Source: an optimization exercise on an open RTL-to-GDS flow (aim: small area and a short achievable clock period). Production flows keep margins and buffers that such runs may drop.
At most, simulation tests tie the RTL to the original design; equivalence was not proved.
The RTL of runs 1 to 4 was laid out without a check of its function.
No activity file was given, so power comes from the tool's default toggle rates.

### flow/run.sh
#!/bin/bash
# synth_recipe.tcl (not shown) runs the flow's synth.tcl, then flattens the netlist and writes it again
# the make line also repeats each setting of config.mk as NAME=value (left out here)
make -C /OpenROAD-flow-scripts/flow DESIGN_CONFIG=/design/flow/config.mk WORK_HOME=/design/flow/orfs CLKGATE_MAP_FILE= SYNTH_SCRIPT=/design/flow/synth_recipe.tcl finish
### flow/constraint.sdc
create_clock -name core_clock -period 8.0 [get_ports {clk}]
set_input_delay 1.6000 -clock core_clock [delete_from_list [all_inputs] [get_ports {clk}]]
set_output_delay 1.6000 -clock core_clock [all_outputs]
set_load 0.01 [all_outputs]
### flow/config.mk
export PLATFORM = sky130hd
export DESIGN_NAME = fft_top
export DESIGN_NICKNAME = fft_top
export VERILOG_FILES = /design/flow/design.v
export SDC_FILE = /design/flow/constraint.sdc
export NUM_CORES = 4
export LEC_CHECK = 0
export CAP_MARGIN = 20
export CORE_MARGIN = 2
export CORE_UTILIZATION = 40
export CTS_CLUSTER_DIAMETER = 90
export CTS_CLUSTER_SIZE = 22
export SETUP_SLACK_MARGIN = 5
export SLEW_MARGIN = 20
### flow/design.v
`default_nettype none
package fft_types_pkg;
	localparam int SAMPLE_W = 16;
	typedef logic signed [SAMPLE_W-1:0] sample_t;
	localparam int ACC_W = 32;
	typedef logic signed [ACC_W-1:0] acc_t;
	localparam int MAX_LOG2_POINTS = 4;
	localparam int MIN_LOG2_POINTS = 2;
	localparam logic CAP_IDLE = 1'b0;
	localparam logic CAP_COLLECT = 1'b1;
endpackage
`default_nettype wire
`default_nettype none
package fft_twiddle_pkg;
	localparam int FRAC_BITS = 13;
	localparam int TWIDDLE_COUNT = 8;
	localparam logic [16*TWIDDLE_COUNT-1:0] TWIDDLE_RE = {
		16'hE270,
		16'hE95F,
		16'hF3C1,
		16'h0000,
		16'h0C3F,
		16'h16A1,
		16'h1D90,
		16'h2000
	};
	localparam logic [16*TWIDDLE_COUNT-1:0] TWIDDLE_IM = {
		16'hF3C1,
		16'hE95F,
		16'hE270,
		16'hE000,
		16'hE270,
		16'hE95F,
		16'hF3C1,
		16'h0000
	};
endpackage
`default_nettype wire
`default_nettype none
module fft_top (
	input wire clk,
	input wire rst_n,
	input wire stb,
	input wire sop_in,
	input wire [15:0] x_re,
	input wire [15:0] x_im,
	output wire valid_out,
	output wire sop_out,
	output wire [15:0] y_re,
	output wire [15:0] y_im
);
	reg coll;
	reg [2:0] m;
	reg xv;
	reg [2:0] xm;
	reg [12:1] ph;
	reg vo, so;
	wire [2:0] idx = coll ? m : 3'd0;
	wire acc = stb & (coll | sop_in);
	wire ph0 = xv & (xm == 3'd7);
	always @(posedge clk or negedge rst_n) begin
		if (!rst_n) begin
			coll <= 1'b0;
			m <= 3'd0;
			xv <= 1'b0;
			xm <= 3'd0;
			ph <= 12'd0;
			vo <= 1'b0;
			so <= 1'b0;
		end else begin
			xv <= acc;
			xm <= idx;
			if (acc) begin
				coll <= (idx != 3'd7);
				m <= idx + 3'd1;
			end
			ph <= {ph[11:1], ph0};
			vo <= |ph[12:5];
			so <= ph[5];
		end
	end
	assign valid_out = vo;
	assign sop_out = so;
	reg [15:0] xr, xi;
	always @(posedge clk) begin
		xr <= x_re;
		xi <= x_im;
	end
	reg [63:0] lo_r, lo_i;
	reg [47:0] hi_r, hi_i;
	reg [15:0] p1r, p1i, f1r, f1i;
	reg w2;
	wire lo_sh = xv | ph[1];
	wire bq = ph0 | ph[1] | ph[2] | ph[3];
	wire sp_h1 = ph0;
	wire sp_h2 = ph[3];
	wire sp_l2 = lo_sh & ~bq;
	wire sp_l3 = ~(sp_h1 | sp_h2 | sp_l2);
	wire sf_b = ph0;
	wire sf_l = ph[1] | ph[2];
	wire sf_h = ph[3];
	wire sf_x = ~bq;
	always @(posedge clk) begin
		p1r <= ({16{sp_h1}} & hi_r[16 +: 16]) | ({16{sp_h2}} & hi_r[32 +: 16]) |
			({16{sp_l2}} & lo_r[32 +: 16]) | ({16{sp_l3}} & lo_r[48 +: 16]);
		p1i <= ({16{sp_h1}} & hi_i[16 +: 16]) | ({16{sp_h2}} & hi_i[32 +: 16]) |
			({16{sp_l2}} & lo_i[32 +: 16]) | ({16{sp_l3}} & lo_i[48 +: 16]);
		f1r <= ({16{sf_b}} & b1i) | ({16{sf_l}} & lo_r[16 +: 16]) |
			({16{sf_h}} & hi_i[0 +: 16]) | ({16{sf_x}} & x_re);
		f1i <= ({16{sf_b}} & ~b1r) | ({16{sf_l}} & lo_i[16 +: 16]) |
			({16{sf_h}} & ~hi_r[0 +: 16]) | ({16{sf_x}} & x_im);
		w2 <= ph0 | ph[3];
	end
	wire [16:0] sr = {p1r[15], p1r} + {f1r[15], f1r};
	wire [16:0] dr = {p1r[15], p1r} + ~{f1r[15], f1r} + 17'd1;
	wire [16:0] si = {p1i[15], p1i} + {f1i[15], f1i} + {16'd0, w2};
	wire [16:0] di = {p1i[15], p1i} + ~{f1i[15], f1i} + {16'd0, ~w2};
	wire [15:0] a1r = {sr[16], sr[14:0]};
	wire [15:0] b1r = {dr[16], dr[14:0]};
	wire [15:0] a1i = {si[16], si[14:0]};
	wire [15:0] b1i = {di[16], di[14:0]};
	always @(posedge clk) begin
		if (lo_sh) begin
			lo_r <= {lo_r[47:0], xm[2] ? a1r : xr};
			lo_i <= {lo_i[47:0], xm[2] ? a1i : xi};
		end
	end
	always @(posedge clk) begin
		if (xv & xm[2] & ~(xm[1] & xm[0])) begin
			hi_r <= {hi_r[31:0], b1r};
			hi_i <= {hi_i[31:0], b1i};
		end
	end
	reg [31:0] al_r, al_i;
	reg [63:0] bl_r, bl_i;
	always @(posedge clk) begin
		al_r <= {al_r[15:0], a1r};
		al_i <= {al_i[15:0], a1i};
		bl_r <= {bl_r[47:0], b1r};
		bl_i <= {bl_i[47:0], b1i};
	end
	reg [15:0] tqr, tqi;
	always @(posedge clk) begin
		if (ph[1]) begin
			tqr <= a1r;
			tqi <= a1i;
		end else if (ph[3]) begin
			tqr <= bl_r[16 +: 16];
			tqi <= bl_i[16 +: 16];
		end
	end
	reg tsub;
	reg [16:0] tx;
	always @(posedge clk) begin
		tsub <= ph[2] | ph[4];
		tx <= {tqi[15], tqi} + (tsub ? ~{tqr[15], tqr} : {tqr[15], tqr}) + {16'd0, tsub};
	end
	wire [20:0] ex = {{4{tx[16]}}, tx};
	wire [24:0] ey = {{8{tx[16]}}, tx};
	reg [20:0] m11;
	reg [24:0] m161;
	reg mn;
	always @(posedge clk) begin
		m11 <= (ex << 3) + (ex << 1) + ex;
		m161 <= (ey << 7) + (ey << 5) + ey;
		mn <= |tx[12:0];
	end
	wire [29:0] mp = {m11[20], m11, 9'd0} + {{5{m161[24]}}, m161};
	wire [16:0] fx = mp[29:13];
	reg [16:0] hf;
	reg hn;
	always @(posedge clk) begin
		hf <= fx;
		hn <= mn;
	end
	reg [15:0] p2r, p2i;
	reg [16:0] f2r, f2i;
	reg crb, cia, cib;
	reg cc;
	wire c4 = ph[4];
	wire c5 = ph[5];
	wire c6 = ph[6];
	wire c7 = ph[7];
	always @(posedge clk) begin
		p2r <= ({16{c4}} & al_r[16 +: 16]) | ({16{c5}} & al_r[0 +: 16]) |
			({16{c6}} & bl_r[48 +: 16]) | ({16{c7}} & bl_r[32 +: 16]);
		p2i <= ({16{c4}} & al_i[16 +: 16]) | ({16{c5}} & al_i[0 +: 16]) |
			({16{c6}} & bl_i[48 +: 16]) | ({16{c7}} & bl_i[32 +: 16]);
		f2r <= ({17{c4}} & {al_r[15], al_r[0 +: 16]}) | ({17{c5}} & hf) |
			({17{c6}} & {bl_i[47], bl_i[32 +: 16]}) | ({17{c7}} & fx);
		f2i <= ({17{c4}} & {al_i[15], al_i[0 +: 16]}) | ({17{c5}} & fx) |
			({17{c6}} & ~{bl_r[47], bl_r[32 +: 16]}) | ({17{c7}} & ~hf);
		crb <= c4 | c6 | (c5 & ~hn) | (c7 & ~mn);
		cia <= c6 | (c7 & ~hn);
		cib <= c4 | (c5 & ~mn);
		cc <= ph[4] | ph[5] | ph[6] | ph[7];
	end
	wire [17:0] e2r = {{2{p2r[15]}}, p2r};
	wire [17:0] e2i = {{2{p2i[15]}}, p2i};
	wire [17:0] g2r = {f2r[16], f2r};
	wire [17:0] g2i = {f2i[16], f2i};
	wire [17:0] ar = e2r + g2r;
	wire [17:0] br = e2r + ~g2r + {17'd0, crb};
	wire [17:0] ai = e2i + g2i + {17'd0, cia};
	wire [17:0] bi = e2i + ~g2i + {17'd0, cib};
	reg [63:0] xl_r, xl_i;
	reg [15:0] yr, yi;
	always @(posedge clk) begin
		xl_r <= {xl_r[47:0], br[17], br[14:0]};
		xl_i <= {xl_i[47:0], bi[17], bi[14:0]};
		yr <= cc ? {ar[17], ar[14:0]} : xl_r[48 +: 16];
		yi <= cc ? {ai[17], ai[14:0]} : xl_i[48 +: 16];
	end
	assign y_re = yr;
	assign y_im = yi;
endmodule
`default_nettype wire
==> implementation parameters, run 1 <==
Parameter                              Value

Final layout
  Number of nets in the layout    3208
  Final cell count without fillers    4027
  Area growth from synthesis to layout    11.6%
  Total non-filler cell area in the finished layout    37200 um^2
  Share of post-route cells with drive strength above 1    8.22%
  Antenna diode count    0

Place
  Dpl hpwl    56400 um
  Area after detailed placement    ~35000 um^2
  Buffers on Ports    slightly below 70
  Placer congestion estimate    slightly below 0.9
  Worst slack after detailed placement    4470 ps
  Total placed cells including tap cells    3924

Synth
  Post-synthesis area per instance    between 10 and 15 um^2
  Cell taking the most area after synthesis    sky130_fd_sc_hd__dfxtp_1
  Flops & latches, synth    868
  Top FF cell, synth    sky130_fd_sc_hd__dfxtp_1
  Portion of the post-synthesis area used by sequential elements    approximately three fifths
  Net count after synthesis    3159
  Cells after synthesis    between 2000 and 3000
  Cell types with the largest area share after synthesis    sky130_fd_sc_hd__dfxtp_1 (35%), sky130_fd_sc_hd__edfxtp_1 (23%), sky130_fd_sc_hd__ha_1 (7.5%), sky130_fd_sc_hd__a21oi_1 (3.5%), sky130_fd_sc_hd__xnor2_1 (3.0%)
  Count of unique library cells instantiated by Yosys    73
  Proportion of register bits with asynchronous set or reset after synthesis    2.42%
  EDFF count, synth    256
  Post-Synthesis Cell Area    33400 um^2
  Share of the synthesized area in the top cell type    35.4%
  Number of warnings issued by yosys    1

Pwr
  VDD IR max    0.184 mV
  Power per unit of standard cell area    about 330 nW/um^2
  Leakage power of the design    15.1 nW

Worst setup path
  Largest stage delay, worst path    440 ps
  WP data arrival    3500 ps
  Sort of element at the end of the critical path    flop
  Maximum fanout along the worst path    3
  Critical path's most frequent cell    sky130_fd_sc_hd__a221o_1
  Critical register-to-register path startpoint    m161[12]
  CP bufs+invs    0
  Cell breakdown of the critical path    ha_4 -> or3_4 -> o221ai_4 -> o22ai_4 -> a221o_1 -> a311oi_4 -> o311ai_4 -> xor2_2 -> a221o_1
  Reg2Reg Depth    9
  Critical path data required time    8500 ps
  Largest delay contributor family on the critical path    compound AO/OA/AOI/OAI gates
  Critical Path Source Type    flop
  Start-to-end type of the worst setup path    reg -> reg
  Slowest cell on the critical path    sky130_fd_sc_hd__a221o_1
  Worst reg2reg path endpoint    f2r[15]
  Flop-to-flop setup slack    approximately 5000 ps

Detailed routing
  Post-detailed-routing wire length    79300 um
  Count of routing violations after the opening detailed-route iteration    approximately 1700
  Length of the first detailed-routing pass in iterations    8
  Post-DR wirelength/cell    between 15 and 20 um
  DRT antenna net count    0
  Remaining DRCs    0
  Via density    5.31
  Detailed-route via count    21397

Timing
  Relative slew margins    30.6%
  Worst setup slack after layout    5000 ps
  Minimum hold slack    326 ps
  Slew of the pin with the lowest slew margin    1040 ps
  Worst clock skew    approximately 22 ps
  Ratio of final minimum period to clock period    37.6%
  Final max-slew violation count    0
  FMAX    ~330 MHz
  Min Clock Period, post-route    3000 ps
  Sum of negative setup slack    0 ps
  Number of failing setup endpoints in the final timing report    0
  Number of hold violations in the final report    0
  RSZ-0062 raised after global routing    true

Clocking
  Clock tree from TritonCTS    done
  Clock transition at the registers of the reported paths    90 ps
  Maximum level of the CTS H-tree    2
  Clock latency (worst-skew pair)    620 ps
  CTS Sinks    868
  Number of buffers added to fix hold violations after cts    0
  Maximum buffer depth of the clock tree    3
  CTS root buf    sky130_fd_sc_hd__clkbuf_16
  Clock buffer count from CTS    46

Global route
  Global-route wire length before repair    between 100000 and 150000 um
  Total congestion overflow    0
  Largest net degree at the start of global routing    85
  Initial antenna violation count    1
  Number of global-route vias before repair    21060
  Aggregate global-route resource usage    18.2%

Hold path
  Hold Crit Class    reg -> reg
  Destination of the worst hold path    bl_i[23]
  Number of cells on the worst hold path    0
  Startpoint of the tightest hold check path    bl_i[7]

Floorplanning
  Core Region    82400 um^2
  Area of the die    roughly 86000 um^2
  Number of top-level pins    70
  Effective utilization at floorplan    about two fifths
  Vertical die dimension    293 um
  Die width    approximately 300 um
  Number of standard-cell rows in the floorplan    approximately 110

Status
  Status  timing/DRC/antenna clean

Flow run
  Maximum capacitance violations    0
-- final cells by class --
cell class	instances	area [um^2]
fill	7437	45100
sequential	868	20100
multi-input combinational	1697	12700
tap	1070	1340
clock buffer	67	1230
timing repair buffer	117	1040
inverter	201	757
clock inverter	7	97.6
-- worst register-to-register path: stages, from the launching register on --
cell and delay [ps]:
sky130_fd_sc_hd__dfxtp_2 330, sky130_fd_sc_hd__ha_4 170, sky130_fd_sc_hd__or3_4 390, sky130_fd_sc_hd__o221ai_4 270, sky130_fd_sc_hd__o22ai_4 130, sky130_fd_sc_hd__a221o_1 440, sky130_fd_sc_hd__a311oi_4 420, sky130_fd_sc_hd__o311ai_4 150
sky130_fd_sc_hd__xor2_2 220, sky130_fd_sc_hd__a221o_1 360
-- registers in the layout, summed over array words and instances (netlist names), 20 cells and up --
name / cells
xl_i: 64
lo_i: 64
hi_r: 48
lo_r: 64
hi_i: 48
bl_r: 64
xl_r: 64
bl_i: 64
al_i: 32
al_r: 30
m11: 20
-- synthesized netlist by cell type, drive strengths merged (32+ instances only) --
cell type / instances
a21o: 41
a21oi: 233
a221o: 32
a22oi: 97
clkbuf: 100
dfxtp: 591
edfxtp: 256
fa: 42
ha: 199
inv: 200
nand2: 175
nand3: 77
nor2: 180
nor3: 35
o21ai: 109
xnor2: 116
xor2: 48
-- layer usage --
layer / global-route usage, % / wire length, um / up-vias
met5: 0 / 10 / -
met2: 29.7 / 36500 / 602
met3: 2.05 / 3960 / 121
met1: 25.3 / 36200 / 10482
met4: 5.88 / 2600 / 2
li1: - / - / 10190
-- logic make-up (layout without fill, tap and decap cells) --
logic type      count (synthesis)  after routing  synth area share (%)
flops                         868            868                  60.1
simple gates                  574            574                  7.75
xor+xnor                      164            164                  4.30
mux                            23             23                 0.765
compound gates                695            695                  13.6
buf+inv                       317            392                  3.57
fa+ha+maj                     241            241                  9.98
-- worst max-delay path by stage --
stage | from | end | slack (ps) | depth (start not counted)
after floorplan | tx[1] | m161[18] | 5000 | 12
after global placement | xm[2] | f1i[8] | 4490 | 11
after detailed placement | xm[2] | f1i[8] | 4470 | 11
after CTS | xm[2] | f1i[8] | 4910 | 11
after global routing | xm[2] | f1i[8] | 4920 | 11
final | m161[12] | f2r[15] | 5000 | 9
-- report_power, final --
| part | leakage [nW] | internal [mW] | total [mW] | switching (mW) |
|---|---|---|---|---|
| Clock | 0.644 | 1.12 | 2.52 | 1.40 |
| Combinational | 6.88 | 1.38 | 3.56 | 2.18 |
| Sequential | 7.58 | 5.69 | 6.22 | 0.529 |
-- timing repair --
action | in CTS | in global routing
cloned | 0 | 0
resized for setup | 89 | 86
pin swaps | 11 | 32
buffers inserted | 7 | 22
setup endpoints to repair | 288 | 99
-- stage by stage --
| stage | total power [mW] | utilization, % |
|---|---|---|
| finish | 12.3 | 45.2 |
| global route | 13.0 | 45.2 |
| CTS | 12.1 | 44.6 |
| detailed placement | 9.52 | 42.7 |
| global placement | 9.42 | 42.7 |
| floorplan | 8.25 | - |
-- cells in the final DEF, fill, tap and decap left out, types with 34 or more instances in the layout --
cell type / n
sky130_fd_sc_hd__a21oi_1: 224
sky130_fd_sc_hd__nor3_1: 34
sky130_fd_sc_hd__dfxtp_1: 569
sky130_fd_sc_hd__xor2_1: 46
sky130_fd_sc_hd__nand3_1: 77
sky130_fd_sc_hd__clkbuf_16: 46
sky130_fd_sc_hd__clkdlybuf4s50_1: 34
sky130_fd_sc_hd__nor2_1: 177
sky130_fd_sc_hd__a22oi_1: 97
sky130_fd_sc_hd__nand2_1: 175
sky130_fd_sc_hd__buf_4: 43
sky130_fd_sc_hd__o21ai_0: 93
sky130_fd_sc_hd__xnor2_1: 101
sky130_fd_sc_hd__inv_1: 194
sky130_fd_sc_hd__a21o_1: 41
sky130_fd_sc_hd__ha_1: 195
sky130_fd_sc_hd__dlygate4sd2_1: 34
sky130_fd_sc_hd__edfxtp_1: 256
sky130_fd_sc_hd__fa_1: 38
==> inputs of run 2 (changes only) <==
--- a/flow/config.mk
+++ b/flow/config.mk
@@ -8,7 +8,7 @@
 export CAP_MARGIN = 20
 export CORE_MARGIN = 2
 export CORE_UTILIZATION = 40
-export CTS_CLUSTER_DIAMETER = 90
-export CTS_CLUSTER_SIZE = 22
+export CTS_CLUSTER_DIAMETER = 100
+export CTS_CLUSTER_SIZE = 26
 export SETUP_SLACK_MARGIN = 5
 export SLEW_MARGIN = 20
==> run 2 against run 1 <==
- global-route usage down 0.10 points
- synthesized cell count unchanged
- maximum frequency down 0.53%
- combinational power down 1%
- sequential power about the same
==> implementation parameters, run 2 <==
Parameter                              Value

Status
  Status  timing/DRC/antenna clean

Global route
  Total congestion overflow    0 (unchanged)
  Routing usage on met3    1.97% (-0.076 points)
  Number of global-route vias before repair    20997 (-0.30%)
  GRT met1 Usage    25.4% (+0.047 points)
  Largest net degree at the start of global routing    85 (unchanged)
  GRT met2 Usage    29.4% (-0.34 points)
  GR peak layer    met2
  Global-route wire length before repair    122000 um (-0.37%)
  Initial antenna violation count    1 (unchanged)
  Aggregate global-route resource usage    18.1% (-0.10 points)

Floorplanning
  Number of top-level pins    70 (unchanged)
  Number of standard-cell rows in the floorplan    105 (unchanged)
  Effective utilization at floorplan    40.5% (unchanged)
  Core Region    82400 um^2 (unchanged)
  Die width    293 um (unchanged)
  Vertical die dimension    293 um (unchanged)
  Area of the die    85800 um^2 (unchanged)

Worst setup path
  Critical path data required time    8490 ps (about the same)
  Slowest cell on the critical path    sky130_fd_sc_hd__a221o_1
  Critical Path Source Type    flop
  Largest delay contributor family on the critical path    compound AO/OA/AOI/OAI gates
  CP bufs+invs    0 (unchanged)
  Maximum fanout along the worst path    3 (unchanged)
  Start-to-end type of the worst setup path    reg -> reg
  Largest stage delay, worst path    450 ps (about the same)
  Sort of element at the end of the critical path    flop
  Critical path's most frequent cell    sky130_fd_sc_hd__a221o_1
  Cell breakdown of the critical path    ha_4 -> or3_4 -> o221ai_4 -> o22ai_4 -> a221o_1 -> a311oi_4 -> o311ai_4 -> xor2_2 -> a221o_1
  WP data arrival    3510 ps (about the same)

Synth
  Portion of the post-synthesis area used by sequential elements    60.1% (unchanged)
  Share of the synthesized area in the top cell type    35.4% (unchanged)
  Count of unique library cells instantiated by Yosys    73 (unchanged)
  Most instantiated library cell after synthesis    sky130_fd_sc_hd__dfxtp_1
  Flops & latches, synth    868 (unchanged)
  EDFF count, synth    256 (unchanged)
  Proportion of register bits with asynchronous set or reset after synthesis    2.42% (unchanged)
  Post-Synthesis Cell Area    33400 um^2 (unchanged)
  Ranking of synthesized cells by instance count    sky130_fd_sc_hd__dfxtp_1 (591), sky130_fd_sc_hd__edfxtp_1 (256), sky130_fd_sc_hd__a21oi_1 (233)
  Post-synthesis area per instance    11.6 um^2 (unchanged)
  Cell taking the most area after synthesis    sky130_fd_sc_hd__dfxtp_1
  Cells after synthesis    2882 (unchanged)
  Top FF cell, synth    sky130_fd_sc_hd__dfxtp_1
  Number of warnings issued by yosys    1 (unchanged)
  Net count after synthesis    3159 (unchanged)
  Cell types with the largest area share after synthesis    sky130_fd_sc_hd__dfxtp_1 (35%), sky130_fd_sc_hd__edfxtp_1 (23%), sky130_fd_sc_hd__ha_1 (7.5%), sky130_fd_sc_hd__a21oi_1 (3.5%), sky130_fd_sc_hd__xnor2_1 (3.0%)

Clocking
  Maximum level of the CTS H-tree    2 (unchanged)
  CTS root buf    sky130_fd_sc_hd__clkbuf_16
  CTS Sinks    868 (unchanged)
  Number of buffers added to fix hold violations after cts    0 (unchanged)
  Maximum buffer depth of the clock tree    3 (unchanged)
  Clock buffer count from CTS    39 (-15%)
  Clock tree from TritonCTS    done
  Clock latency (worst-skew pair)    610 ps (about the same)
  Clock transition at the registers of the reported paths    100 ps (about the same)

Pwr
  Power per unit of standard cell area    326 nW/um^2 (-1.4%)
  Leakage power of the design    15.0 nW (-0.72%)
  VDD IR max    0.211 mV (+14%)

Timing
  Minimum hold slack    327 ps (+0.250 ps)
  Worst setup slack after layout    4980 ps (-16.1 ps)
  Slew of the pin with the lowest slew margin    1030 ps (-11.3 ps)
  RSZ-0062 raised after global routing    true
  Relative slew margins    31.4% (+0.75 points)
  Number of failing setup endpoints in the final timing report    0 (unchanged)
  Final max-slew violation count    0 (unchanged)
  Sum of negative setup slack    0 ps (unchanged)
  Min Clock Period, post-route    3020 ps (+16.1 ps)
  FMAX    331 MHz (-0.53%)
  Ratio of final minimum period to clock period    37.8% (+0.20 points)
  Number of hold violations in the final report    0 (unchanged)
  Worst clock skew    18.3 ps (-3.56 ps)

Final layout
  Final core utilization    45.0% (-0.25 points)
  Leading cell type in the layout, fill and taps excluded    sky130_fd_sc_hd__dfxtp_1
  Area of combinational cells with multiple inputs    12700 um^2 (-0.16%)
  Filler instances    7476 (+0.52%)
  Area occupied by registers    20100 um^2 (about the same)
  Final cell count without fillers    4015 (-0.30%)
  Number of nets in the layout    3198 (-0.31%)
  Share of post-route cells with drive strength above 1    7.81% (-0.41 points)
  Area growth from synthesis to layout    11.0%
  Commonest cells after routing, fill and taps aside    sky130_fd_sc_hd__dfxtp_1 (569), sky130_fd_sc_hd__edfxtp_1 (256), sky130_fd_sc_hd__a21oi_1 (224)

Place
  Buffers on Ports    69 (unchanged)
  Dpl hpwl    56400 um (unchanged)
  Worst slack after detailed placement    4470 ps (unchanged)
  Placer congestion estimate    0.889 (unchanged)
  Total placed cells including tap cells    3924 (unchanged)

Flow run
  Maximum capacitance violations    0 (unchanged)

Detailed routing
  Post-detailed-routing wire length    78800 um (-0.66%)
  DRT antenna net count    0 (unchanged)
  Remaining DRCs    0 (unchanged)
  Post-DR wirelength/cell    19.6 um (-0.37%)
  Length of the first detailed-routing pass in iterations    6 (-2)
  Detailed-route via count    21387 (-0.047%)
  Count of routing violations after the opening detailed-route iteration    1865 (+6.9%)
  Via density    5.33 (+0.25%)

Hold path
  Hold Crit Class    reg -> reg
[run 2: cell types whose count changed in the layout (fill, tap and decap cells not counted), moves of 3 or more]
cell                        change
sky130_fd_sc_hd__clkbuf_16      -5
sky130_fd_sc_hd__buf_4          -4
sky130_fd_sc_hd__inv_6          -3
sky130_fd_sc_hd__xnor2_1        +3
sky130_fd_sc_hd__xnor2_2        -3
[run 2: routing by layer]
layer | share of wire, % | vias to the layer above
met5 | 0.013 | -
met4 | 3.2 | 2
met3 | 4.9 | 113
met2 | 46 | 617
met1 | 46 | 10495
li1 | - | 10160
[run 2: layout make-up]
type | count | share of cell area [%]
inverters | 201 | 2.04
diodes | 1 | 0.00676
well taps | 1070 | 3.61
flip-flops and latches | 868 | 54.3
multi-input cells | 1697 | 34.2
clock inverters | 4 | 0.0980
repair buffers | 114 | 2.78
clock buffers | 60 | 3.02
[run 2: logic make-up after synthesis]
family,Yosys count,synth area share [%]
buf+inv,317,3.57
xor+xnor,164,4.30
flops,868,60.1
fa+ha+maj,241,9.98
mux,23,0.765
simple gates,574,7.75
compound gates,695,13.6
[run 2: stage by stage]
step / cell area, um^2 / total power, mW
finish: 37000 / 12.1
global route: 37000 / 12.7
CTS: 36500 / 11.9
detailed placement: 35200 / 9.52
global placement: 35100 / 9.42
floorplan: 33400 / 8.25
[run 2: repair_timing]
action	in CTS	in global routing
endpoints found under the setup margin	290	79
setup buffers	5	21
pin swaps	9	32
resized for setup	87	83
[run 2: path summary, 6_finish.rpt]
path / startpoint / endpoint / slack, ps / cells after the start
hold / removal: xl_i[20] / xl_i[36] / 330 / 0
min in group asynchronous: rst_n / coll / 1010 / 1
setup reg to reg: m161[12] / f2r[15] / 4980 / 9
setup / recovery: m161[12] / f2r[15] / 4980 / 9
hold reg to reg: xl_i[20] / xl_i[36] / 330 / 0
max in group asynchronous: rst_n / ph[6] / 6520 / 1
[run 2: power breakdown]
part           switching (mW)  internal, mW
clock network            1.35         0.983
registers               0.527          5.69
logic                    2.16          1.36
total                    4.03          8.03
==> inputs of run 3 (changes only) <==
--- a/flow/design.v
+++ b/flow/design.v
@@ -139,21 +139,17 @@
 		bl_r <= {bl_r[47:0], b1r};
 		bl_i <= {bl_i[47:0], b1i};
 	end
-	reg [15:0] tqr, tqi;
-	always @(posedge clk) begin
-		if (ph[1]) begin
-			tqr <= a1r;
-			tqi <= a1i;
-		end else if (ph[3]) begin
-			tqr <= bl_r[16 +: 16];
-			tqi <= bl_i[16 +: 16];
-		end
-	end
-	reg tsub;
+	wire t2 = ph[2];
+	wire t3 = ph[3];
+	wire t4 = ph[4];
+	wire t5 = ph[5];
+	wire [15:0] tqr = ({16{t2}} & al_r[0 +: 16]) | ({16{t3}} & ~al_r[16 +: 16]) |
+		({16{t4}} & bl_r[32 +: 16]) | ({16{t5}} & ~bl_r[48 +: 16]);
+	wire [15:0] tqi = ({16{t2}} & al_i[0 +: 16]) | ({16{t3}} & al_i[16 +: 16]) |
+		({16{t4}} & bl_i[32 +: 16]) | ({16{t5}} & bl_i[48 +: 16]);
 	reg [16:0] tx;
 	always @(posedge clk) begin
-		tsub <= ph[2] | ph[4];
-		tx <= {tqi[15], tqi} + (tsub ? ~{tqr[15], tqr} : {tqr[15], tqr}) + {16'd0, tsub};
+		tx <= {tqi[15], tqi} + {tqr[15], tqr} + {16'd0, t3 | t5};
 	end
 	wire [20:0] ex = {{4{tx[16]}}, tx};
 	wire [24:0] ey = {{8{tx[16]}}, tx};
==> run 3 against run 2 <==
- still clean
- sequential power shrank 4.3%
- worst hold slack gained 2.9 ps
- core utilization grew 0.59 points
- clock power grew 2%
- sequential cell count shrank 33
- die area shrank 1.9%
- wire length grew 5.6%
- register-to-register slack is essentially flat
- sequential share of layout area shrank 2.3 points
- design area shrank 0.60%
- global-route usage grew 0.98 points
- first-iteration DRC count grew 1.9%
- critical path type unchanged
- largest power group unchanged
==> implementation parameters, run 3 <==
Parameter                              Value

Final layout
  Share of post-route cells with drive strength above 1    10.2% (+2.4 points)
  Final core utilization    45.6% (+0.59 points)
  Total non-filler cell area in the finished layout    36800 um^2 (-0.60%)
  Area growth from synthesis to layout    12.5%
  Leading cell type in the layout, fill and taps excluded    sky130_fd_sc_hd__dfxtp_1
  Commonest cells after routing, fill and taps aside    sky130_fd_sc_hd__dfxtp_1 (571), sky130_fd_sc_hd__edfxtp_1 (224), sky130_fd_sc_hd__nand2_1 (206)
  Number of nets in the layout    3190 (-0.25%)

Global route
  Global-route wire length before repair    127000 um (+3.8%)
  Number of global-route vias before repair    21695 (+3.3%)
  Largest net degree at the start of global routing    82 (-3.5%)
  Total congestion overflow    0 (unchanged)
  Aggregate global-route resource usage    19.1% (+0.98 points)
  Initial antenna violation count    4 (+3)

Floorplanning
  Core Region    80800 um^2 (-1.9%)
  Effective utilization at floorplan    40.5% (about the same)
  Vertical die dimension    290 um (-0.98%)
  Number of top-level pins    70 (unchanged)
  Die width    290 um (-0.98%)
  Area of the die    84100 um^2 (-1.9%)
  Number of standard-cell rows in the floorplan    104 (-0.95%)

Place
  Placer congestion estimate    0.974 (+9.5%)
  Buffers on Ports    69 (unchanged)
  Dpl hpwl    56700 um (+0.52%)
  Area after detailed placement    34500 um^2 (-2.0%)
  Worst slack after detailed placement    3990 ps (-480 ps)

Clocking
  Clock buffer count from CTS    39 (unchanged)
  Maximum buffer depth of the clock tree    3 (unchanged)
  Clock transition at the registers of the reported paths    100 ps (about the same)
  Clock tree from TritonCTS    done
  Clock latency (worst-skew pair)    610 ps (about the same)
  CTS root buf    sky130_fd_sc_hd__clkbuf_16
  Maximum level of the CTS H-tree    2 (unchanged)
  CTS Sinks    835 (-3.8%)
  Number of buffers added to fix hold violations after cts    0 (unchanged)

Pwr
  Power per unit of standard cell area    277 nW/um^2 (-15%)
  VDD IR max    0.195 mV (-7.7%)
  Leakage power of the design    15.1 nW (+1.0%)

Synth
  Ranking of synthesized cells by instance count    sky130_fd_sc_hd__dfxtp_1 (590), sky130_fd_sc_hd__edfxtp_1 (224), sky130_fd_sc_hd__nand2_1 (207)
  Post-synthesis area per instance    11.5 um^2 (-0.27%)
  Post-Synthesis Cell Area    32700 um^2 (-2.0%)
  Share of the synthesized area in the top cell type    36.1% (+0.65 points)
  Net count after synthesis    3111 (-1.5%)
  Cell types with the largest area share after synthesis    sky130_fd_sc_hd__dfxtp_1 (36%), sky130_fd_sc_hd__edfxtp_1 (21%), sky130_fd_sc_hd__ha_1 (7.6%), sky130_fd_sc_hd__xnor2_1 (3.1%), sky130_fd_sc_hd__a22oi_1 (2.9%)
  Cells after synthesis    2833 (-1.7%)
  EDFF count, synth    224 (-13%)
  Flops & latches, synth    835 (-3.8%)
  Cell taking the most area after synthesis    sky130_fd_sc_hd__dfxtp_1
  Count of unique library cells instantiated by Yosys    85 (+16%)
  Proportion of register bits with asynchronous set or reset after synthesis    2.51% (+0.096 points)
  Most instantiated library cell after synthesis    sky130_fd_sc_hd__dfxtp_1
  Portion of the post-synthesis area used by sequential elements    58.3% (-1.8 points)
  Top FF cell, synth    sky130_fd_sc_hd__dfxtp_1
  Number of warnings issued by yosys    1 (unchanged)

Worst setup path
  Start-to-end type of the worst setup path    reg -> reg
  CP bufs+invs    2 (+2)
  Flop-to-flop setup slack    4990 ps (about the same)
  Worst path depth    14 (+5)
  Sort of element at the end of the critical path    flop
  Critical path data required time    8540 ps (+50 ps)
  Reg2Reg Depth    14 (+5)
  Maximum fanout along the worst path    5 (+2)
  Slowest cell on the critical path    sky130_fd_sc_hd__dfrtp_2
  WP data arrival    3550 ps (+40 ps)
  Largest delay contributor family on the critical path    compound AO/OA/AOI/OAI gates
  Critical Path Source Type    flop
  Cell breakdown of the critical path    buf_12 -> a22o_1 -> a221oi_2 -> fa_2 -> inv_2 -> fa_2 -> a21o_1 -> a21oi_2 -> o21ai_1 -> o211a_1 -> a41o_1 -> a21o_1 -> a21oi_2 -> xnor2_1
  Largest stage delay, worst path    430 ps (-20 ps)

Detailed routing
  Count of routing violations after the opening detailed-route iteration    1900 (+1.9%)
  Remaining DRCs    0 (unchanged)
  Post-DR wirelength/cell    20.8 um (+6.1%)
  DRT antenna net count    0 (unchanged)
  Via density    5.46 (+2.6%)
  Length of the first detailed-routing pass in iterations    8 (+2)
  Post-detailed-routing wire length    83200 um (+5.6%)
  Detailed-route via count    21842 (+2.1%)

Timing
  RSZ-0062 raised after global routing    true
  Number of failing setup endpoints in the final timing report    0 (unchanged)
  Slew of the pin with the lowest slew margin    1020 ps (-8.61 ps)
  FMAX    332 MHz (+0.41%)
  Min Clock Period, post-route    3010 ps (-12.3 ps)
  Relative slew margins    32.1% (+0.73 points)
  Worst clock skew    23.7 ps (+5.36 ps)
  Number of hold violations in the final report    0 (unchanged)
  Minimum hold slack    330 ps (+2.87 ps)
  Ratio of final minimum period to clock period    37.6% (-0.15 points)
  Sum of negative setup slack    0 ps (unchanged)
  Final max-slew violation count    0 (unchanged)
  Worst setup slack after layout    4990 ps (+12.3 ps)

Hold path
  Number of cells on the worst hold path    0 (unchanged)
  Hold Crit Class    reg -> reg

Status
  Status  timing/DRC/antenna clean

Flow run
  Maximum capacitance violations    0 (unchanged)
[run 3: cells by family after synthesis]
kind of cell | synth area share [%]
DFF | 58.3
buffers and inverters | 3.49
muxes | 1.40
adders and majority gates | 10.2
AOI/OAI and AO/OA | 14.8
xor gates and xnor gates | 3.85
and+or+nand+nor | 7.92
[run 3: area by class of cell]
class	count	area (um^2)
Timing Repair inverter	1	7.51
Clock buffer	53	1060
Inverter	188	716
Sequential cell	835	19100
Clock inverter	10	149
Tap cell	1060	1330
Antenna cell	3	7.51
Multi-Input combinational cell	1698	13000
Fill cell	7291	44000
Timing Repair Buffer	149	1460
[run 3: repair_timing]
| item | CTS | global route |
|---|---|---|
| buffers inserted | 37 | 24 |
| gates resized for setup | 106 | 67 |
| setup endpoints to repair | 120 | 50 |
| cloned | 4 | 1 |
| pin swaps | 24 | 50 |
[run 3: worst paths after layout]
check	start	end
min	bl_i[7]	bl_i[23]
max	ph[2]	tx[14]
max in group asynchronous	rst_n	ph[3]
min reg2reg	bl_i[7]	bl_i[23]
max reg2reg	ph[2]	tx[14]
min in group asynchronous	rst_n	coll
[run 3: power by group]
part | internal, mW | total, mW | switching, mW | leakage (nW)
combinational | 0.724 | 1.90 | 1.17 | 7.29
sequential | 5.37 | 5.94 | 0.569 | 7.27
clock | 1.04 | 2.37 | 1.33 | 0.591
[run 3: stage by stage]
stage	power, mW	cells
finish	10.2	3997
global route	10.7	3994
CTS	10.2	3969
detailed placement	7.82	3865
global placement	7.74	3865
floorplan	6.95	2833
[run 3: per-layer routing]
| metal | global-route usage (%) | wire (um) | up-vias |
|---|---|---|---|
| met1 | 25.9 | 36700 | 10719 |
| met4 | 5.92 | 2860 | 4 |
| met5 | 0 | 23 | - |
| li1 | - | - | 10208 |
| met3 | 2.34 | 4410 | 150 |
| met2 | 32.0 | 39200 | 761 |
==> inputs of run 4 (changes only) <==
==> flow/flow/run.sh (new file) <==
#!/bin/bash
set -euo pipefail
bash standard.sh SETUP_SLACK_MARGIN=5.25 finish > standard.log 2>&1
==> flow/standard.sh (new file) <==
#!/bin/bash
# synth_recipe.tcl (not shown) runs the flow's synth.tcl, then flattens the netlist and writes it again
# the make line also repeats each setting of config.mk as NAME=value (left out here)
make -C /OpenROAD-flow-scripts/flow DESIGN_CONFIG=/design/flow/config.mk WORK_HOME=/design/flow/orfs CLKGATE_MAP_FILE= SYNTH_SCRIPT=/design/flow/synth_recipe.tcl "${@:-finish}"
removed: flow/run.sh
==> run 4 against run 3 <==
- still clean
- sequential power about the same
- critical path depth up 1
- global-route usage rose by 0.32 points
- critical path type unchanged
==> implementation parameters, run 4 <==
Parameter                              Value

Detailed routing
  Length of the first detailed-routing pass in iterations    9 (+1)
  DRT antenna net count    0 (unchanged)
  Count of routing violations after the opening detailed-route iteration    1971 (+3.7%)
  Detailed-route via count    21891 (+0.22%)
  Post-detailed-routing wire length    84000 um (+0.91%)
  Via density    5.42 (-0.79%)
  Post-DR wirelength/cell    20.8 um (-0.11%)
  Remaining DRCs    0 (unchanged)

Floorplanning
  Die width    290 um (unchanged)
  Vertical die dimension    290 um (unchanged)
  Area of the die    84100 um^2 (unchanged)
  Number of top-level pins    70 (unchanged)
  Number of standard-cell rows in the floorplan    104 (unchanged)
  Effective utilization at floorplan    40.5% (unchanged)
  Core Region    80800 um^2 (unchanged)

Timing
  Ratio of final minimum period to clock period    37.3% (-0.29 points)
  Number of hold violations in the final report    0 (unchanged)
  Final max-slew violation count    0 (unchanged)
  Minimum hold slack    326 ps (-3.04 ps)
  Sum of negative setup slack    0 ps (unchanged)
  Worst clock skew    30.9 ps (+7.21 ps)
  RSZ-0062 raised after global routing    true
  Relative slew margins    26.4% (-5.7 points)
  Worst setup slack after layout    5020 ps (+23.5 ps)
  Min Clock Period, post-route    2980 ps (-23.5 ps)
  FMAX    335 MHz (+0.79%)
  Number of failing setup endpoints in the final timing report    0 (unchanged)
  Slew of the pin with the lowest slew margin    1100 ps (+84.9 ps)

Synth
  Proportion of register bits with asynchronous set or reset after synthesis    2.51% (unchanged)
  Number of warnings issued by yosys    1 (unchanged)
  Area share of xor/xnor cells in the synthesized design    3.85% (unchanged)
  Compound-gate portion of the synthesized area    14.8% (unchanged)
  Net count after synthesis    3111 (unchanged)
  Post-Synthesis Cell Area    32700 um^2 (unchanged)
  Top FF cell, synth    sky130_fd_sc_hd__dfxtp_1
  Share of the synthesized area in the top cell type    36.1% (unchanged)
  Simple-Gate Fraction of Synth Area    7.92% (unchanged)
  Cell types with the largest area share after synthesis    sky130_fd_sc_hd__dfxtp_1 (36%), sky130_fd_sc_hd__edfxtp_1 (21%), sky130_fd_sc_hd__ha_1 (7.6%), sky130_fd_sc_hd__xnor2_1 (3.1%), sky130_fd_sc_hd__a22oi_1 (2.9%)
  Cell taking the most area after synthesis    sky130_fd_sc_hd__dfxtp_1
  Multiplexer share of the synthesized area    1.40% (unchanged)
  Post-synthesis area per instance    11.5 um^2 (unchanged)
  Portion of the post-synthesis area used by sequential elements    58.3% (unchanged)
  Main combinational cell family by area after synthesis    compound AO/OA/AOI/OAI gates
  Adder-cell share of the synthesized area    10.2% (unchanged)
  Cells after synthesis    2833 (unchanged)
  Ranking of synthesized cells by instance count    sky130_fd_sc_hd__dfxtp_1 (590), sky130_fd_sc_hd__edfxtp_1 (224), sky130_fd_sc_hd__nand2_1 (207)
  EDFF count, synth    224 (unchanged)
  Most instantiated library cell after synthesis    sky130_fd_sc_hd__dfxtp_1
  Flops & latches, synth    835 (unchanged)
  Count of unique library cells instantiated by Yosys    85 (unchanged)

Worst setup path
  Start-to-end type of the worst setup path    reg -> reg
  Critical Path Source Type    flop
  Critical register-to-register path startpoint    ph[3]
  Critical path data required time    8550 ps (about the same)
  Sort of element at the end of the critical path    flop
  Reg2Reg Depth    15 (+1)
  Flop-to-flop setup slack    5020 ps (+20 ps)
  WP data arrival    3530 ps (-20 ps)
  Maximum fanout along the worst path    3 (-2)
  Worst reg2reg path endpoint    tx[10]

Pwr
  Pint    7.20 mW (+1.0%)
  Leakage power of the design    15.5 nW (+2.2%)
  VDD IR max    0.158 mV (-19%)
  Share of total power in combinational logic    20.1% (+1.5 points)
  Power per unit of standard cell area    274 nW/um^2 (-1.0%)
  Switching power of the nets    3.17 mW (+3.1%)
  Sequential group share of total power    57.2% (-1.0 points)
  Switching part of the total    30.6% (+0.43 points)
  Clock power share    22.7% (-0.5 points)

Clocking
  CTS root buf    sky130_fd_sc_hd__clkbuf_16
  Clock transition at the registers of the reported paths    110 ps (about the same)
  CTS Sinks    835 (unchanged)
  Maximum level of the CTS H-tree    2 (unchanged)
  Number of buffers added to fix hold violations after cts    0 (unchanged)
  Clock tree from TritonCTS    done
  Maximum buffer depth of the clock tree    3 (unchanged)
  Clock buffer count from CTS    39 (unchanged)
  Clock latency (worst-skew pair)    620 ps (about the same)

Place
  Placer congestion estimate    0.901 (-7.5%)
  Worst slack after detailed placement    4200 ps (+218 ps)
  Total placed cells including tap cells    3867 (+0.052%)
  Dpl hpwl    57300 um (+0.94%)
  Buffers on Ports    69 (unchanged)

Global route
  Initial antenna violation count    5 (+1)
  Global-route wire length before repair    128000 um (+0.83%)
  Aggregate global-route resource usage    19.4% (+0.32 points)
  Number of global-route vias before repair    21541 (-0.71%)
  Total congestion overflow    0 (unchanged)
  Largest net degree at the start of global routing    84 (+2.4%)

Final layout
  Final cell count without fillers    4038 (+1.0%)
  Leading cell type in the layout, fill and taps excluded    sky130_fd_sc_hd__dfxtp_1
  Area growth from synthesis to layout    15.6%
  Commonest cells after routing, fill and taps aside    sky130_fd_sc_hd__dfxtp_1 (556), sky130_fd_sc_hd__edfxtp_1 (224), sky130_fd_sc_hd__nand2_1 (205)
  Number of nets in the layout    3230 (+1.3%)
  Share of post-route cells with drive strength above 1    16.4% (+6.1 points)

Hold path
  Hold Crit Class    reg -> reg
  Destination of the worst hold path    bl_i[37]
  Startpoint of the tightest hold check path    bl_i[21]
  Number of cells on the worst hold path    0 (unchanged)

Status
  Status  timing/DRC/antenna clean

Flow run
  Maximum capacitance violations    0 (unchanged)
## run 4: metal layers
metal | part of all wire [%] | vias to the layer above | track usage [%]
li1 | - | 10289 | -
met1 | 44 | 10742 | 26.4
met2 | 47 | 729 | 32.5
met3 | 5.6 | 127 | 2.34
met4 | 2.7 | 4 | 5.83
met5 | 0.032 | - | 0
## run 4: power groups by stage
stage / Clock (mW) / Combinational, mW / Sequential, mW
2_1_floorplan: 0 / 1.15 / 5.81
5_1_grt: 2.56 / 2.25 / 6.04
3_5_place_dp: 0 / 1.81 / 6.02
3_3_place_gp: 0 / 1.77 / 6.00
4_1_cts: 2.42 / 1.92 / 5.92
6_report: 2.36 / 2.08 / 5.94
## run 4: area by class of cell
class	instances	area (um^2)
fillers	7163	43000
flip-flops and latches	835	19200
multi-input cells	1697	13700
repair buffers	191	1770
well taps	1060	1330
clock buffers	57	1080
inverters	188	713
clock inverters	8	105
diodes	2	5.00
## run 4: timing repair
action,CTS,global route
buffers inserted,54,45
resized for setup,309,117
gates cloned,5,0
pin swaps,81,90
setup endpoints to repair,237,88
endpoints found under the hold margin,0,0
## run 4: per-stage QoR
stage          area (um^2)  power (mW)  utilization, %
6_report             37800        10.4            46.8
5_1_grt              37800        10.9            46.8
4_1_cts              36900        10.3            45.7
3_5_place_dp         34500        7.83            42.7
3_3_place_gp         34500        7.77            42.7
2_1_floorplan        32900        6.95               -
## run 4: worst max path at each step
stage / startpoint / end / slack (ps)
floorplan: ph[3] / tx[15] / 5070
global placement: ph[4] / tx[15] / 4310
detailed placement: ph[4] / tx[15] / 4200
CTS: ph[3] / tx[14] / 4990
global route: ph[3] / tx[14] / 4900
finish: ph[3] / tx[10] / 5020
## run 4: logic make-up after synthesis
group / Yosys count
fa+ha+maj: 242
flops: 835
buf+inv: 301
xor+xnor: 144
mux: 41
simple gates: 570
compound gates: 700
## run 4: critical path, cell delays in order, from the launching register on
cell	delay, ps
sky130_fd_sc_hd__dfrtp_4	530
sky130_fd_sc_hd__buf_12	140
sky130_fd_sc_hd__a22o_1	180
sky130_fd_sc_hd__a221oi_2	200
sky130_fd_sc_hd__fa_2	260
sky130_fd_sc_hd__inv_2	40
sky130_fd_sc_hd__fa_2	340
sky130_fd_sc_hd__a21o_1	180
sky130_fd_sc_hd__a21oi_2	150
sky130_fd_sc_hd__o21ai_1	90
sky130_fd_sc_hd__o211a_1	140
sky130_fd_sc_hd__buf_4	150
sky130_fd_sc_hd__a21oi_4	130
sky130_fd_sc_hd__o21ai_1	100
sky130_fd_sc_hd__a21oi_1	170
sky130_fd_sc_hd__xnor2_1	130
==> inputs of run 5 (changes only) <==
--- a/flow/design.v
+++ b/flow/design.v
@@ -136,8 +136,6 @@
 	always @(posedge clk) begin
 		al_r <= {al_r[15:0], a1r};
 		al_i <= {al_i[15:0], a1i};
-		bl_r <= {bl_r[47:0], b1r};
-		bl_i <= {bl_i[47:0], b1i};
 	end
 	wire t2 = ph[2];
 	wire t3 = ph[3];
@@ -199,13 +197,14 @@
 	wire [17:0] br = e2r + ~g2r + {17'd0, crb};
 	wire [17:0] ai = e2i + g2i + {17'd0, cia};
 	wire [17:0] bi = e2i + ~g2i + {17'd0, cib};
-	reg [63:0] xl_r, xl_i;
+	always @(posedge clk) begin
+		bl_r <= {bl_r[47:0], cc ? {br[17], br[14:0]} : b1r};
+		bl_i <= {bl_i[47:0], cc ? {bi[17], bi[14:0]} : b1i};
+	end
 	reg [15:0] yr, yi;
 	always @(posedge clk) begin
-		xl_r <= {xl_r[47:0], br[17], br[14:0]};
-		xl_i <= {xl_i[47:0], bi[17], bi[14:0]};
-		yr <= cc ? {ar[17], ar[14:0]} : xl_r[48 +: 16];
-		yi <= cc ? {ai[17], ai[14:0]} : xl_i[48 +: 16];
+		yr <= cc ? {ar[17], ar[14:0]} : bl_r[48 +: 16];
+		yi <= cc ? {ai[17], ai[14:0]} : bl_i[48 +: 16];
 	end
 	assign y_re = yr;
 	assign y_im = yi;
==> flow/run.sh (new file) <==
#!/bin/bash
# synth_recipe.tcl (not shown) runs the flow's synth.tcl, then flattens the netlist and writes it again
# the make line also repeats each setting of config.mk as NAME=value (left out here)
make -C /OpenROAD-flow-scripts/flow DESIGN_CONFIG=/design/flow/config.mk WORK_HOME=/design/flow/orfs CLKGATE_MAP_FILE= SYNTH_SCRIPT=/design/flow/synth_recipe.tcl finish
--- a/flow/config.mk
+++ b/flow/config.mk
@@ -12,3 +12,4 @@
 export CTS_CLUSTER_SIZE = 26
 export SETUP_SLACK_MARGIN = 5
 export SLEW_MARGIN = 20
+export TNS_END_PERCENT = 0
removed: flow/flow/run.sh
removed: flow/standard.sh
==> run 5 against run 4 <==
- final cell count decreased by 4.4%
- register-to-register slack got worse by 150 ps
- setup slack got worse by 150 ps
- highest routed layer is now met4
- synthesized area decreased by 6.2%
- global-route usage increased by 0.86 points
- clock power decreased by about 10%
- first-iteration DRC count decreased by 8.1%
- clock skew increased by 17 ps
==> implementation parameters, run 5 <==
Parameter                              Value

Floorplanning
  Number of standard-cell rows in the floorplan    101 (-2.9%)
  Core Region    75900 um^2 (-6.0%)
  Number of top-level pins    70 (unchanged)
  Effective utilization at floorplan    40.4% (-0.090 points)
  Die width    281 um (-3.1%)
  Vertical die dimension    281 um (-3.1%)
  Area of the die    78900 um^2 (-6.1%)

Final layout
  Area of combinational cells with multiple inputs    13200 um^2 (-3.1%)
  Commonest cells after routing, fill and taps aside    sky130_fd_sc_hd__dfxtp_1 (450), sky130_fd_sc_hd__edfxtp_1 (224), sky130_fd_sc_hd__nand2_1 (203)
  Number of nets in the layout    3083 (-4.6%)
  Share of post-route cells with drive strength above 1    7.67% (-8.7 points)
  Area growth from synthesis to layout    10.9%
  Area occupied by registers    16600 um^2 (-13%)
  Filler instances    7024 (-1.9%)
  Leading cell type in the layout, fill and taps excluded    sky130_fd_sc_hd__dfxtp_1
  Final core utilization    44.8% (-2.0 points)

Clocking
  Maximum level of the CTS H-tree    2 (unchanged)
  Maximum buffer depth of the clock tree    3 (unchanged)
  CTS Sinks    709 (-15%)
  Clock transition at the registers of the reported paths    100 ps (about the same)
  Clock tree from TritonCTS    done
  Clock buffer count from CTS    35 (-10%)
  Clock latency (worst-skew pair)    620 ps (about the same)
  CTS root buf    sky130_fd_sc_hd__clkbuf_16

Synth
  Flops & latches, synth    709 (-15%)
  EDFF count, synth    224 (unchanged)
  Share of the synthesized area in the top cell type    30.3% (-5.8 points)
  Portion of the post-synthesis area used by sequential elements    53.9% (-4.4 points)
  Top FF cell, synth    sky130_fd_sc_hd__dfxtp_1
  Ranking of synthesized cells by instance count    sky130_fd_sc_hd__dfxtp_1 (464), sky130_fd_sc_hd__edfxtp_1 (224), sky130_fd_sc_hd__nand2_1 (204)
  Most instantiated library cell after synthesis    sky130_fd_sc_hd__dfxtp_1
  Cells after synthesis    2782 (-1.8%)
  Post-synthesis area per instance    11.0 um^2 (-4.5%)
  Post-Synthesis Cell Area    30700 um^2 (-6.2%)
  Cell types with the largest area share after synthesis    sky130_fd_sc_hd__dfxtp_1 (30%), sky130_fd_sc_hd__edfxtp_1 (22%), sky130_fd_sc_hd__ha_1 (8.1%), sky130_fd_sc_hd__a22oi_1 (3.3%), sky130_fd_sc_hd__xnor2_1 (2.9%)
  Cell taking the most area after synthesis    sky130_fd_sc_hd__dfxtp_1
  Proportion of register bits with asynchronous set or reset after synthesis    2.96% (+0.45 points)
  Count of unique library cells instantiated by Yosys    75 (-12%)
  Net count after synthesis    3060 (-1.6%)
  Number of warnings issued by yosys    1 (unchanged)

Timing
  Number of failing setup endpoints in the final timing report    0 (unchanged)
  Ratio of final minimum period to clock period    39.2% (+1.9 points)
  Slew of the pin with the lowest slew margin    1010 ps (-95.6 ps)
  Relative slew margins    32.7% (+6.2 points)
  Worst clock skew    47.6 ps (+16.7 ps)
  FMAX    319 MHz (-4.8%)
  Number of hold violations in the final report    0 (unchanged)
  Final max-slew violation count    0 (unchanged)
  RSZ-0062 raised after global routing    true
  Min Clock Period, post-route    3130 ps (+150 ps)
  Sum of negative setup slack    0 ps (unchanged)

Status
  Status  timing/DRC/antenna clean

Global route
  Largest net degree at the start of global routing    79 (-6.0%)
  Number of global-route vias before repair    21007 (-2.5%)
  Global-route wire length before repair    123000 um (-3.3%)
  Total congestion overflow    0 (unchanged)
  Initial antenna violation count    2 (-3)
  Aggregate global-route resource usage    20.3% (+0.86 points)

Pwr
  Switching power of the nets    3.03 mW (-4.6%)
  Pint    6.34 mW (-12%)
  Clock power share    22.6% (about the same)
  Power per unit of standard cell area    275 nW/um^2 (+0.35%)
  Sequential group share of total power    54.9% (-2.3 points)
  Leakage power of the design    14.0 nW (-9.7%)
  VDD IR max    0.182 mV (+16%)
  Share of total power in combinational logic    22.5% (+2.4 points)
  Switching part of the total    32.3% (+1.7 points)

Hold path
  Startpoint of the tightest hold check path    bl_r[30]
  Hold Crit Class    reg -> reg

Worst setup path
  Critical Path Source Type    flop
  Start-to-end type of the worst setup path    reg -> reg
  WP data arrival    3620 ps (+90 ps)
  Sort of element at the end of the critical path    flop
  Maximum fanout along the worst path    7 (+4)
  Critical register-to-register path startpoint    ph[3]
  Worst setup path startpoint    ph[3]
  Critical path data required time    8490 ps (-60 ps)

Flow run
  Maximum capacitance violations    0 (unchanged)

Detailed routing
  Post-DR wirelength/cell    21.1 um (+1.3%)
  Post-detailed-routing wire length    81300 um (-3.2%)
  DRT antenna net count    0 (unchanged)
  Detailed-route via count    21405 (-2.2%)
  Count of routing violations after the opening detailed-route iteration    1811 (-8.1%)
  Length of the first detailed-routing pass in iterations    5 (-4)
  Via density    5.54 (+2.3%)
  Remaining DRCs    0 (unchanged)

Place
  Dpl hpwl    56800 um (-0.80%)
  Buffers on Ports    69 (unchanged)
  Placer congestion estimate    0.899 (-0.24%)
==> run 5: cell type report <==
class                   count  area share [%]
flip-flops and latches    709            48.7
multi-input cells        1755            38.9
well taps                1030            3.79
repair buffers            113            3.18
clock buffers              53            2.86
inverters                 191            2.16
clock inverters             9           0.390
diodes                      1         0.00735
==> run 5: path summary, 6_finish.rpt <==
kind | to | slack, ps | cells past startpoint
setup / recovery | tx[16] | 4870 | 12
max in group asynchronous | ph[5] | 6630 | 1
hold / removal | bl_r[46] | 320 | 0
hold reg to reg | bl_r[46] | 320 | 0
setup reg to reg | tx[16] | 4870 | 12
min in group asynchronous | m[2] | 950 | 1
==> run 5: worst max-delay path: stages, from the launching register on <==
cell,delay (ps)
sky130_fd_sc_hd__dfrtp_4,590
sky130_fd_sc_hd__inv_12,120
sky130_fd_sc_hd__buf_4,160
sky130_fd_sc_hd__o21ai_0,90
sky130_fd_sc_hd__a221o_1,260
sky130_fd_sc_hd__ha_1,360
sky130_fd_sc_hd__nand2_1,80
sky130_fd_sc_hd__o211ai_1,340
sky130_fd_sc_hd__nand2_1,190
sky130_fd_sc_hd__o311ai_2,330
sky130_fd_sc_hd__o21a_1,220
sky130_fd_sc_hd__o21ai_1,60
sky130_fd_sc_hd__a22o_1,180
==> run 5: cell families after synthesis <==
family	synth area share, %
and+or+nand+nor	8.58
xor gates and xnor gates	4.00
AOI/OAI and AO/OA	16.7
adders and majority gates	10.9
DFF	53.9
buffers and inverters	3.91
muxes	2.00
==> run 5: metrics by stage <==
stage          hold WS, ps  area, um^2  power (mW)  worst slack [ps]  std cells
3_5_place_dp           312       32300        7.27              3920       3769
6_report               321       34000        9.37              4870       3861
3_3_place_gp           310       32300        7.22              4010       3769
2_1_floorplan          310       30700        6.26              4940       2782
5_1_grt                316       34000        9.83              4740       3860
4_1_cts                330       33800        9.41              4790       3850
==> run 5: power by group through the flow <==
stage	logic, mW	registers, mW	clock network [mW]
after floorplan	1.22	5.04	0
after global placement	2.01	5.20	0
after detailed placement	2.04	5.23	0
after CTS	2.08	5.15	2.19
after global routing	2.28	5.23	2.31
final	2.11	5.14	2.12
==> run 5: what timing repair did <==
item / 4_1_cts / 5_1_grt
buffers inserted: 19 / 10
gates resized for setup: 45 / 39
pin swaps: 5 / 20
hold buffers: 0 / 0
gates cloned: 0 / 0
setup endpoints to repair: 219 / 210
==> run 5: routing by layer <==
metal  wire (um)  vias to the layer above  track usage (%)
met5           0                        -                0
met4        2710                        0             7.12
met3        3350                      125             2.24
met2       38300                      550             33.2
met1       37000                    10669             27.9
li1            -                    10061                -
==> inputs of run 6 (changes only) <==
--- a/flow/config.mk
+++ b/flow/config.mk
@@ -12,4 +12,3 @@
 export CTS_CLUSTER_SIZE = 26
 export SETUP_SLACK_MARGIN = 5
 export SLEW_MARGIN = 20
-export TNS_END_PERCENT = 0
==> run 6 against run 5 <==
- still clean
- final cell count up 0.26%
- die area unchanged
- non-clock buffer count grew 12
- design area grew 1.1%
- sequential cell count unchanged
- maximum frequency decreased by 0.42%
- critical path type unchanged
==> implementation parameters, run 6 <==
Parameter                              Value

Final layout
  Filler instances    6930 (-1.3%)
  Antenna diode count    0 (-1)
  Final cell count without fillers    3871 (+0.26%)
  Commonest cells after routing, fill and taps aside    sky130_fd_sc_hd__dfxtp_1 (445), sky130_fd_sc_hd__edfxtp_1 (224), sky130_fd_sc_hd__nand2_1 (203)
  Leading cell type in the layout, fill and taps excluded    sky130_fd_sc_hd__dfxtp_1
  Total non-filler cell area in the finished layout    34400 um^2 (+1.1%)
  Share of post-route cells with drive strength above 1    9.57% (+1.9 points)
  Number of nets in the layout    3096 (+0.42%)
  Area growth from synthesis to layout    12.2%

Worst setup path
  Critical Path Source Type    flop
  Largest stage delay, worst path    590 ps (about the same)
  Maximum fanout along the worst path    5 (-2)
  Cell breakdown of the critical path    buf_16 -> a22o_1 -> a221oi_2 -> fa_2 -> nor2b_1 -> o31a_1 -> o41a_1 -> a21oi_2 -> o21ai_1 -> or4_1 -> nand4_1
  Sort of element at the end of the critical path    flop
  Start-to-end type of the worst setup path    reg -> reg
  WP data arrival    3680 ps (+60 ps)
  Critical path data required time    8530 ps (+40 ps)
  Slowest cell on the critical path    sky130_fd_sc_hd__dfrtp_4

Synth
  Cells after synthesis    2782 (unchanged)
  Adder-cell share of the synthesized area    10.9% (unchanged)
  Flops & latches, synth    709 (unchanged)
  Cell types with the largest area share after synthesis    sky130_fd_sc_hd__dfxtp_1 (30%), sky130_fd_sc_hd__edfxtp_1 (22%), sky130_fd_sc_hd__ha_1 (8.1%), sky130_fd_sc_hd__a22oi_1 (3.3%), sky130_fd_sc_hd__xnor2_1 (2.9%)
  EDFF count, synth    224 (unchanged)
  Ranking of synthesized cells by instance count    sky130_fd_sc_hd__dfxtp_1 (464), sky130_fd_sc_hd__edfxtp_1 (224), sky130_fd_sc_hd__nand2_1 (204)
  Net count after synthesis    3060 (unchanged)
  Number of warnings issued by yosys    1 (unchanged)
  Post-synthesis area per instance    11.0 um^2 (unchanged)
  Portion of the post-synthesis area used by sequential elements    53.9% (unchanged)
  Simple-Gate Fraction of Synth Area    8.58% (unchanged)
  Post-Synthesis Cell Area    30700 um^2 (unchanged)
  Most instantiated library cell after synthesis    sky130_fd_sc_hd__dfxtp_1
  Main combinational cell family by area after synthesis    compound AO/OA/AOI/OAI gates
  Cell taking the most area after synthesis    sky130_fd_sc_hd__dfxtp_1
  Proportion of register bits with asynchronous set or reset after synthesis    2.96% (unchanged)
  Top FF cell, synth    sky130_fd_sc_hd__dfxtp_1
  Area share of xor/xnor cells in the synthesized design    4.00% (unchanged)
  Count of unique library cells instantiated by Yosys    75 (unchanged)
  Share of the synthesized area in the top cell type    30.3% (unchanged)
  Compound-gate portion of the synthesized area    16.7% (unchanged)
  Multiplexer share of the synthesized area    2.00% (unchanged)

Timing
  Number of failing setup endpoints in the final timing report    0 (unchanged)
  Ratio of final minimum period to clock period    39.4% (+0.17 points)
  Number of hold violations in the final report    0 (unchanged)
  Sum of negative setup slack    0 ps (unchanged)
  RSZ-0062 raised after global routing    true
  Relative slew margins    33.9% (+1.3 points)
  Slew of the pin with the lowest slew margin    981 ps (-27.4 ps)
  Worst setup slack after layout    4850 ps (-13.3 ps)
  Worst clock skew    30.2 ps (-17.4 ps)
  Min Clock Period, post-route    3150 ps (+13.3 ps)
  Final max-slew violation count    0 (unchanged)
  FMAX    318 MHz (-0.42%)

Floorplanning
  Die width    281 um (unchanged)
  Number of standard-cell rows in the floorplan    101 (unchanged)
  Vertical die dimension    281 um (unchanged)
  Core Region    75900 um^2 (unchanged)
  Number of top-level pins    70 (unchanged)
  Effective utilization at floorplan    40.4% (unchanged)
  Area of the die    78900 um^2 (unchanged)

Clocking
  CTS Sinks    709 (unchanged)
  Maximum buffer depth of the clock tree    3 (unchanged)
  Clock latency (worst-skew pair)    600 ps (-20 ps)
  Clock tree from TritonCTS    done
  Clock transition at the registers of the reported paths    100 ps (about the same)
  Clock buffer count from CTS    35 (unchanged)
  Number of buffers added to fix hold violations after cts    0 (unchanged)
  CTS root buf    sky130_fd_sc_hd__clkbuf_16
  Maximum level of the CTS H-tree    2 (unchanged)

Flow run
  Maximum capacitance violations    0 (unchanged)

Detailed routing
  Remaining DRCs    0 (unchanged)
  Post-detailed-routing wire length    83000 um (+2.1%)
  Count of routing violations after the opening detailed-route iteration    2058 (+14%)
  Length of the first detailed-routing pass in iterations    8 (+3)
  Via density    5.54 (about the same)
  DRT antenna net count    0 (unchanged)
  Post-DR wirelength/cell    21.4 um (+1.8%)
  Detailed-route via count    21450 (+0.21%)

Pwr
  VDD IR max    0.138 mV (-24%)
  Leakage power of the design    14.2 nW (+1.5%)
  Power per unit of standard cell area    271 nW/um^2 (-1.5%)
  Share of total power in combinational logic    22.6% (about the same)
  Clock power share    22.3% (-0.3 points)
  Switching power of the nets    3.04 mW (+0.38%)
  Sequential group share of total power    55.1% (+0.2 points)
  Pint    6.29 mW (-0.78%)
  Switching part of the total    32.6% (+0.25 points)

Place
  Dpl hpwl    56500 um (-0.56%)
  Buffers on Ports    69 (unchanged)
  Total placed cells including tap cells    3772 (+0.080%)
  Worst slack after detailed placement    4200 ps (+273 ps)
  Area after detailed placement    32400 um^2 (+0.12%)
  Placer congestion estimate    0.913 (+1.6%)

Global route
  Global-route wire length before repair    125000 um (+1.5%)
  Total congestion overflow    0 (unchanged)
  Number of global-route vias before repair    20900 (-0.51%)
  Initial antenna violation count    2 (unchanged)
  Largest net degree at the start of global routing    81 (+2.5%)
  Aggregate global-route resource usage    20.7% (+0.37 points)

Status
  Status  timing/DRC/antenna clean

Hold path
  Hold Crit Class    reg -> reg
==> run 6: cell types whose count changed in the layout (fill, tap and decap cells not counted), sizes merged <==
| cell | change |
|---|---|
| bufbuf | +3 |
| clkinvlp | -1 |
| nor2 | +1 |
| dlygate4sd2 | +32 |
| diode | -1 |
| buf | +8 |
| bufinv | -1 |
| clkinv | -4 |
| clkdlybuf4s50 | -33 |
| clkdlybuf4s15 | +1 |
| inv | +4 |
| clkbuf | +1 |
==> run 6: through the flow <==
step | total power, mW | util (%) | hold slack (ps)
after floorplan | 6.26 | - | 310
after global placement | 7.23 | 42.6 | 310
after detailed placement | 7.28 | 42.6 | 312
after CTS | 9.34 | 44.8 | 316
after global routing | 9.78 | 45.3 | 324
final | 9.33 | 45.3 | 320
==> run 6: area by class of cell <==
| type | count | area [um^2] | area share [%] |
|---|---|---|---|
| repair buffers | 125 | 1220 | 3.55 |
| flip-flops and latches | 709 | 16600 | 48.2 |
| well taps | 1030 | 1290 | 3.74 |
| multi-input cells | 1756 | 13500 | 39.2 |
| inverters | 191 | 733 | 2.13 |
| clock inverters | 7 | 78.8 | 0.229 |
| clock buffers | 53 | 986 | 2.87 |
==> run 6: kinds of logic (layout without fill, tap and decap cells) <==
family / after synthesis / in the layout
adders and majority gates: 242 / 242
DFF: 709 / 709
buffers and inverters: 318 / 376
and+or+nand+nor: 577 / 578
muxes: 56 / 56
AOI/OAI and AO/OA: 740 / 740
xor gates and xnor gates: 140 / 140
==> run 6: power groups by stage <==
| stage | clock (mW) | sequential [mW] | combinational (mW) |
|---|---|---|---|
| after global routing | 2.27 | 5.23 | 2.29 |
| after CTS | 2.13 | 5.15 | 2.06 |
| after floorplan | 0 | 5.04 | 1.22 |
| after detailed placement | 0 | 5.23 | 2.05 |
| final | 2.08 | 5.15 | 2.11 |
| after global placement | 0 | 5.21 | 2.02 |
==> run 6: layer usage <==
metal	vias up	wire [um]	track usage (%)	share of wire [%]
li1	10092	-	-	-
met1	10594	36900	28.2	44
met2	649	39300	34.2	47
met3	115	4220	2.47	5.1
met4	0	2610	6.49	3.1
met5	-	0	0	0
==> run 6: worst paths after layout <==
kind | start | to | slack [ps] | depth (start not counted)
setup / recovery | ph[3] | tx[15] | 4850 | 11
hold / removal | bl_r[15] | bl_r[31] | 320 | 0
setup reg to reg | ph[3] | tx[15] | 4850 | 11
hold reg to reg | bl_r[15] | bl_r[31] | 320 | 0
max in group asynchronous | rst_n | ph[4] | 6650 | 1
min in group asynchronous | rst_n | xm[1] | 960 | 1
==> run 6: timing repair <==
item                                    CTS  global route
pin swaps                                15            32
resized for setup                       109            75
setup buffers                            23            12
endpoints found under the setup margin  145           127
gates cloned                              4             0
==> run 6: worst max-delay path, delay by kind of cell (launching register included) <==
family | cells | cell delay (ps)
AO/OA/AOI/OAI | 6 | 1450
adder cells (fa/ha/maj) | 1 | 280
buffers and inverters | 1 | 190
flip-flops | 1 | 590
AND/OR/NAND/NOR | 3 | 580

[what the ideal ports hide]
The results above use ideal ports. As a check the final layouts listed here were re-extracted and re-timed, cells and wires unchanged. Step 1 (the two cells are an assumption about what drives the block):
set clk [get_ports {clk}]
set_driving_cell -lib_cell sky130_fd_sc_hd__clkbuf_16 $clk
set_driving_cell -lib_cell sky130_fd_sc_hd__buf_2 [delete_from_list [all_inputs] $clk]
Step 2 times the ports against the registers' clock, not the clock port: input delays grow and output delays shrink by t, the midpoint of the rising clock arrivals with the driver on. a / b / c = ideal / step 1 / step 2; a / b = the first two.
| run | t (ns) | setup WS [ns] | hold WS [ns] | worst slew at a driven data input, ns |
|---|---|---|---|---|
| run 1 | 0.671 | 4.995 / 4.995 / 4.995 | 0.326 / 0.326 / 0.326 | 0.05 |
| run 2 | 0.659 | 4.979 / 4.979 / 4.979 | 0.327 / 0.327 / 0.327 | 0.05 |
| run 3 | 0.660 | 4.992 / 4.984 / 4.992 | 0.330 / 0.330 / 0.330 | 0.06 |
| run 4 | 0.670 | 5.015 / 5.015 / 5.015 | 0.326 / 0.326 / 0.326 | 0.07 |
| run 5 | 0.659 | 4.865 / 4.837 / 4.865 | 0.321 / 0.321 / 0.321 | 0.05 |
| run 6 | 0.651 | 4.852 / 4.852 / 4.852 | 0.320 / 0.320 / 0.320 | 0.05 |
After both steps every run listed still meets setup and hold.
